What follows belongs to an exercise in optimizing a design on an open flow for small area and a short achievable clock period; a production flow would make more cautious choices.
At most, simulation tests tie the RTL to the original design; equivalence was not proved.
Power and IR drop assume default switching activity.

## run B
==> flow/design.v <==
module dual_issue_decode (
	input  logic			clk,
	input  logic			reset,
	input  logic [31:0]		instr_first,
	input  logic [31:0]		instr_second,
	input  logic [7:0]		pc,
	input  logic [7:0]		branch_pc,
	input  logic			branch_taken,
	output logic [31:0]		even_instr,
	output logic [10:0]		even_op,
	output logic [1:0]		even_unit,
	output logic [6:0]		even_rt,
	output logic			even_write,
	output logic [31:0]		odd_instr,
	output logic [10:0]		odd_op,
	output logic [1:0]		odd_unit,
	output logic [6:0]		odd_rt,
	output logic			odd_write,
	output logic			first_odd,
	output logic			stall,
	output logic [7:0]		stall_pc
);
	logic [31:0] a, b;			 
	logic ea, eb, oa, ob;		 
	logic [31:0] ew, ow;
	assign ew = ({32{ea}} & a) | ({32{eb}} & b);
	assign ow = ({32{oa}} & a) | ({32{ob}} & b);
	logic e_rrr, e_ila, e_ai, e_nop, e_fx1, e_shl;
	assign e_rrr = ew[31];
	assign e_ila = ~ew[31] & ew[30] & ~ew[29] & ew[25];
	assign e_ai  = ~ew[31] & ew[28] & ew[26];
	assign e_nop = ~ew[31] & ew[30] & ~ew[29] & ~ew[25];
	assign e_fx1 = e_ila | (~ew[31] & ~ew[30] & ew[28]);
	assign e_shl = ~ew[31] & ~ew[30] & ~ew[28] & ew[27];
	logic aw, bw;
	logic [6:0] a_rt, b_rt;
	assign a_rt = a[31] ? a[27:21] : a[6:0];
	assign b_rt = b[31] ? b[27:21] : b[6:0];
	logic [6:0] e_rt0;
	logic e_wr0;
	assign e_rt0 = e_rrr ? ew[27:21] : ew[6:0];
	assign e_wr0 = (ew[31] | ew[30] | ew[28] | ew[27]) & ~e_nop;
	assign even_instr = ew;
	assign even_op    = {ew[31:28], ew[27:25] & {3{~e_rrr}}, ew[24] & ~e_rrr & ~e_ila,
		ew[23:21] & {3{~(e_rrr | e_ila | e_ai)}}};
	assign even_unit  = {e_fx1, e_fx1 | e_shl};
	assign even_rt    = e_rt0;
	assign even_write = e_wr0;
	logic o_ri10, o_ri16;
	assign o_ri10 = ow[29] & ~ow[27] & ow[26];
	assign o_ri16 = ow[29] & ~ow[27] & ~ow[26];
	logic o_ls;
	assign o_ls = o_ri10 | (ow[27] & ~ow[25]);
	assign odd_instr = ow;
	assign odd_op    = {ow[31:24], ow[23] & ~o_ri10, ow[22:21] & {2{~(o_ri10 | o_ri16)}}};
	assign odd_unit  = {o_ri16, o_ls};
	assign odd_rt    = ow[6:0];
	assign odd_write = ow[27] | (ow[28] & ow[26]);
	assign first_odd = oa;
	logic [5:1][6:0]	e_rt;
	logic [5:1]			e_al;	 
	logic [2:1]			e_lg;	 
	logic [4:1][6:0]	o_rt;
	logic [4:1]			o_al;
	logic [2:1]			o_lg;	 
	always_ff @(posedge clk) begin
		e_rt[1] <= e_rt0;
		o_rt[1] <= ow[6:0];
		for (int k = 2; k <= 5; k++) e_rt[k] <= e_rt[k-1];
		for (int k = 2; k <= 4; k++) o_rt[k] <= o_rt[k-1];
		e_lg[1] <= ~(e_fx1 | e_shl);	 
		e_lg[2] <= e_lg[1];
		o_lg[1] <= o_ls;	 
		o_lg[2] <= o_lg[1];
		if (reset) begin
			for (int k = 1; k <= 5; k++) e_al[k] <= 1'b0;
			for (int k = 1; k <= 4; k++) o_al[k] <= 1'b0;
		end else begin
			e_al[1] <= even_write & ~e_fx1;	 
			e_al[2] <= e_al[1];
			e_al[3] <= e_al[2] & e_lg[2];
			e_al[4] <= e_al[3];
			e_al[5] <= e_al[4];
			o_al[1] <= odd_write;					 
			o_al[2] <= o_al[1];
			o_al[3] <= o_al[2] & o_lg[2];
			o_al[4] <= o_al[3];
		end
	end
	function automatic logic busy(input logic [6:0] r,
		input logic ew_, input logic [6:0] ert, input logic ow_, input logic [6:0] ort,
		input logic [5:1][6:0] ert_h, input logic [5:1] eal,
		input logic [4:1][6:0] ort_h, input logic [4:1] oal);
		logic b;
		b = (ew_ && r == ert) || (ow_ && r == ort);
		for (int k = 1; k <= 5; k++) b = b || (eal[k] && r == ert_h[k]);
		for (int k = 1; k <= 4; k++) b = b || (oal[k] && r == ort_h[k]);
		busy = b;
	endfunction
	logic			sel_in, hold_f, hold_s;
	logic [31:0]	f, s;
	assign f = ({32{sel_in}} & instr_first) | ({32{hold_f}} & a);
	assign s = ({32{sel_in}} & instr_second) | ({32{hold_s}} & b);
	function automatic logic [6:0] dec(input logic [31:0] w);
		logic [10:0] o;
		logic ev, od, wr, ua, ub, uc, rrr;
		o = w[31:21];
		ev = 1'b0; od = 1'b0; wr = 1'b0; ua = 1'b0; ub = 1'b0; uc = 1'b0; rrr = 1'b0;
		if (o[10:7] == 4'b1100 || o[10:7] == 4'b1110) begin
			ev = 1'b1; wr = 1'b1; ua = 1'b1; ub = 1'b1; uc = 1'b1; rrr = 1'b1;
		end else if (o[10:4] == 7'b0100001) begin
			ev = 1'b1; wr = 1'b1;
		end else if (o[10:3] == 8'b00011100) begin
			ev = 1'b1; wr = 1'b1; ua = 1'b1;
		end else if (o == 11'b00011000000 || o == 11'b00011000001 || o == 11'b00001011011
				|| o == 11'b01111000100) begin
			ev = 1'b1; wr = 1'b1; ua = 1'b1; ub = 1'b1;
		end else if (o == 11'b01000000001) begin
			ev = 1'b1;
		end else if (o[10:3] == 8'b00110100) begin
			od = 1'b1; wr = 1'b1; ua = 1'b1;
		end else if (o[10:3] == 8'b00100100) begin
			od = 1'b1; ua = 1'b1; uc = 1'b1;
		end else if (o[10:2] == 9'b001100100) begin
			od = 1'b1;
		end else if (o[10:2] == 9'b001000000) begin
			od = 1'b1; uc = 1'b1;
		end else if (o == 11'b00111000100 || o == 11'b00111011100) begin
			od = 1'b1; wr = 1'b1; ua = 1'b1; ub = 1'b1;
		end else if (o == 11'b00000000001) begin
			od = 1'b1;
		end
		dec = {ev, od, wr, ua, ub, uc, rrr};
	endfunction
	logic [6:0] df, ds;
	logic f_ev, f_od, f_wr, f_ua, f_ub, f_uc;
	logic s_ev, s_od, s_wr, s_ua, s_ub, s_uc;
	assign df = dec(f);
	assign ds = dec(s);
	assign {f_ev, f_od, f_wr, f_ua, f_ub, f_uc} = df[6:1];
	assign {s_ev, s_od, s_wr, s_ua, s_ub, s_uc} = ds[6:1];
	logic [6:0] f_rt, s_rt;
	assign f_rt = df[0] ? f[27:21] : f[6:0];
	assign s_rt = ds[0] ? s[27:21] : s[6:0];
	logic stall_first, stall_second, busy_second, same_pipe, same_dest, raw_pair;
	assign stall_first =
		   (f_ua && busy(f[13:7],  aw, a_rt, bw, b_rt, e_rt, e_al, o_rt, o_al))
		|| (f_ub && busy(f[20:14], aw, a_rt, bw, b_rt, e_rt, e_al, o_rt, o_al))
		|| (f_uc && busy(f[6:0],   aw, a_rt, bw, b_rt, e_rt, e_al, o_rt, o_al));
	assign busy_second =
		   (s_ua && busy(s[13:7],  aw, a_rt, bw, b_rt, e_rt, e_al, o_rt, o_al))
		|| (s_ub && busy(s[20:14], aw, a_rt, bw, b_rt, e_rt, e_al, o_rt, o_al))
		|| (s_uc && busy(s[6:0],   aw, a_rt, bw, b_rt, e_rt, e_al, o_rt, o_al));
	assign same_pipe = (s_ev && f_ev) || (s_od && f_od);
	assign same_dest = f_wr && s_wr && (f_rt == s_rt);
	assign raw_pair = f_wr && ((s_ua && s[13:7] == f_rt) || (s_ub && s[20:14] == f_rt)
		|| (s_uc && s[6:0] == f_rt));
	assign stall_second = stall_first || same_pipe || same_dest || raw_pair || busy_second;
	logic go_first, go_second;
	assign go_first = ~branch_taken & ~stall_first;
	assign go_second = ~branch_taken & ~stall_second;
	always_ff @(posedge clk) begin
		a <= f;
		b <= s;
		ea <= ~reset & go_first & f_ev;
		eb <= ~reset & go_second & s_ev;
		oa <= ~reset & go_first & f_od;
		ob <= ~reset & go_second & s_od;
		aw <= ~reset & go_first & f_wr;
		bw <= ~reset & go_second & s_wr;
		sel_in <= reset | ~(branch_taken | stall_second);
		hold_f <= ~reset & ~branch_taken & stall_first;
		hold_s <= ~reset & ~branch_taken & stall_second;
		if (reset) begin
			stall <= 1'b0;
			stall_pc <= '0;
		end else if (branch_taken) begin
			stall <= 1'b1;
			stall_pc <= branch_pc + 8'd2;
		end else if (stall_second) begin
			stall <= 1'b1;
			stall_pc <= stall ? stall_pc : pc;
		end else begin
			stall <= 1'b0;
		end
	end
endmodule
Settings: LEC_CHECK=0, CAP_MARGIN=20, CORE_MARGIN=2, CORE_UTILIZATION=35, PLACE_DENSITY=0.5, SETUP_SLACK_MARGIN=4.7, SLEW_MARGIN=20; clock period 9.0 ns.
standard.sh (not shown) runs the stock make flow with config.mk's settings and CLKGATE_MAP_FILE= SYNTH_SCRIPT=/design/flow/synth_recipe.tcl, a recipe that flattens the netlist after the stock synthesis.
==> flow/flow/run.sh <==
#!/bin/bash
# The standard layout, with two changes:
#  - synthesis maps with an area-oriented ABC script (flow/abc_area.script),
#    otherwise the same as synth_recipe.tcl;
#  - the port buffers are plain buf_1 cells.
set -euo pipefail
HERE=$(pwd)
export BUFFER_PORTS_ARGS="-buffer_cell sky130_fd_sc_hd__buf_1"
export MY_ABC_SCRIPT=$HERE/flow/abc_area.script
sed "s#SYNTH_SCRIPT=[^ ]*#SYNTH_SCRIPT=$HERE/flow/synth.tcl#" standard.sh > own_standard.sh
bash own_standard.sh > flow_make.log 2>&1
==> flow/flow/abc_area.script <==
strash
dch
map -a
topo
stime -c
buffer -c
upsize -c
dnsize -c
==> flow/flow/synth.tcl <==
# The standard synthesis (synth_recipe.tcl), with ABC's mapping script replaced
# by the area-oriented one next to this file.
proc synth {args} { yosys synth -nofsm -noshare {*}$args }
proc abc {args} {
  set i [lsearch -exact $args -script]
  if { $i >= 0 && [info exists ::env(MY_ABC_SCRIPT)] } {
    set args [lreplace $args $i [expr {$i + 1}] -script $::env(MY_ABC_SCRIPT)]
  }
  yosys abc {*}$args
}
source $::env(SCRIPTS_DIR)/synth.tcl
# left out here: clear keep_hierarchy, flatten, clean up, hide names made inside functions, write 1_2_yosys.v
Here is what was changed in the inputs of run E compared with run B.
--- a/flow/design.v
+++ b/flow/design.v
@@ -30,14 +30,10 @@
 	assign e_ila = ~ew[31] & ew[30] & ~ew[29] & ew[25];
 	assign e_ai  = ~ew[31] & ew[28] & ew[26];
 	assign e_nop = ~ew[31] & ew[30] & ~ew[29] & ~ew[25];
 	assign e_fx1 = e_ila | (~ew[31] & ~ew[30] & ew[28]);
 	assign e_shl = ~ew[31] & ~ew[30] & ~ew[28] & ew[27];
-	logic aw, bw;
-	logic [6:0] a_rt, b_rt;
-	assign a_rt = a[31] ? a[27:21] : a[6:0];
-	assign b_rt = b[31] ? b[27:21] : b[6:0];
 	logic [6:0] e_rt0;
 	logic e_wr0;
 	assign e_rt0 = e_rrr ? ew[27:21] : ew[6:0];
 	assign e_wr0 = (ew[31] | ew[30] | ew[28] | ew[27]) & ~e_nop;
 	assign even_instr = ew;
@@ -142,17 +138,17 @@
 	logic [6:0] f_rt, s_rt;
 	assign f_rt = df[0] ? f[27:21] : f[6:0];
 	assign s_rt = ds[0] ? s[27:21] : s[6:0];
 	logic stall_first, stall_second, busy_second, same_pipe, same_dest, raw_pair;
 	assign stall_first =
-		   (f_ua && busy(f[13:7],  aw, a_rt, bw, b_rt, e_rt, e_al, o_rt, o_al))
-		|| (f_ub && busy(f[20:14], aw, a_rt, bw, b_rt, e_rt, e_al, o_rt, o_al))
-		|| (f_uc && busy(f[6:0],   aw, a_rt, bw, b_rt, e_rt, e_al, o_rt, o_al));
+		   (f_ua && busy(f[13:7],  even_write, e_rt0, odd_write, ow[6:0], e_rt, e_al, o_rt, o_al))
+		|| (f_ub && busy(f[20:14], even_write, e_rt0, odd_write, ow[6:0], e_rt, e_al, o_rt, o_al))
+		|| (f_uc && busy(f[6:0],   even_write, e_rt0, odd_write, ow[6:0], e_rt, e_al, o_rt, o_al));
 	assign busy_second =
-		   (s_ua && busy(s[13:7],  aw, a_rt, bw, b_rt, e_rt, e_al, o_rt, o_al))
-		|| (s_ub && busy(s[20:14], aw, a_rt, bw, b_rt, e_rt, e_al, o_rt, o_al))
-		|| (s_uc && busy(s[6:0],   aw, a_rt, bw, b_rt, e_rt, e_al, o_rt, o_al));
+		   (s_ua && busy(s[13:7],  even_write, e_rt0, odd_write, ow[6:0], e_rt, e_al, o_rt, o_al))
+		|| (s_ub && busy(s[20:14], even_write, e_rt0, odd_write, ow[6:0], e_rt, e_al, o_rt, o_al))
+		|| (s_uc && busy(s[6:0],   even_write, e_rt0, odd_write, ow[6:0], e_rt, e_al, o_rt, o_al));
 	assign same_pipe = (s_ev && f_ev) || (s_od && f_od);
 	assign same_dest = f_wr && s_wr && (f_rt == s_rt);
 	assign raw_pair = f_wr && ((s_ua && s[13:7] == f_rt) || (s_ub && s[20:14] == f_rt)
 		|| (s_uc && s[6:0] == f_rt));
 	assign stall_second = stall_first || same_pipe || same_dest || raw_pair || busy_second;
@@ -164,12 +160,10 @@
 		b <= s;
 		ea <= ~reset & go_first & f_ev;
 		eb <= ~reset & go_second & s_ev;
 		oa <= ~reset & go_first & f_od;
 		ob <= ~reset & go_second & s_od;
-		aw <= ~reset & go_first & f_wr;
-		bw <= ~reset & go_second & s_wr;
 		sel_in <= reset | ~(branch_taken | stall_second);
 		hold_f <= ~reset & ~branch_taken & stall_first;
 		hold_s <= ~reset & ~branch_taken & stall_second;
 		if (reset) begin
 			stall <= 1'b0;
--- outcome ---
- Side by side, setup slack on the worst flop-to-flop path turned out higher in run E than in run B.
- | initial core utilization | run E vs run B | ≈ equal |
- The overall power after layout of run E falls short of that of run B by 120 uW.
- Cmp run E vs run B: sequential share of layout area lower in run E
- Taking run E as 1.0, run B lands at 1.16 on combinational power.
Function not checked in run B: the RTL went through the layout flow alone.

re-timing with driven ports:
The results above use ideal ports. As a check the final layouts listed here were re-extracted and re-timed, cells and wires unchanged. Step 1, drivers: a clkbuf_16 drives clk and a buf_2 each remaining input, both assumed. Step 2 times the ports against the registers' clock, not the clock port: input delays grow and output delays shrink by t, the midpoint of the rising clock arrivals with the driver on. Slacks: no drivers / after step 1 / after step 2; pairs: no drivers / after step 1.
run | t (ns) | setup slack, ns | worst setup path after step 2 | worst data-port slew with drivers (ns)
run B | 0.514 | 4.532 / 4.564 / 4.050 | input to register | 0.05
run E | 0.517 | 4.776 / 4.722 / 4.289 | input to register | 0.06
After both steps every run listed still meets setup and hold. For run E, which loses most, drivers alone change the setup slack by -0.054 ns; drivers and shift together by -0.487 ns.
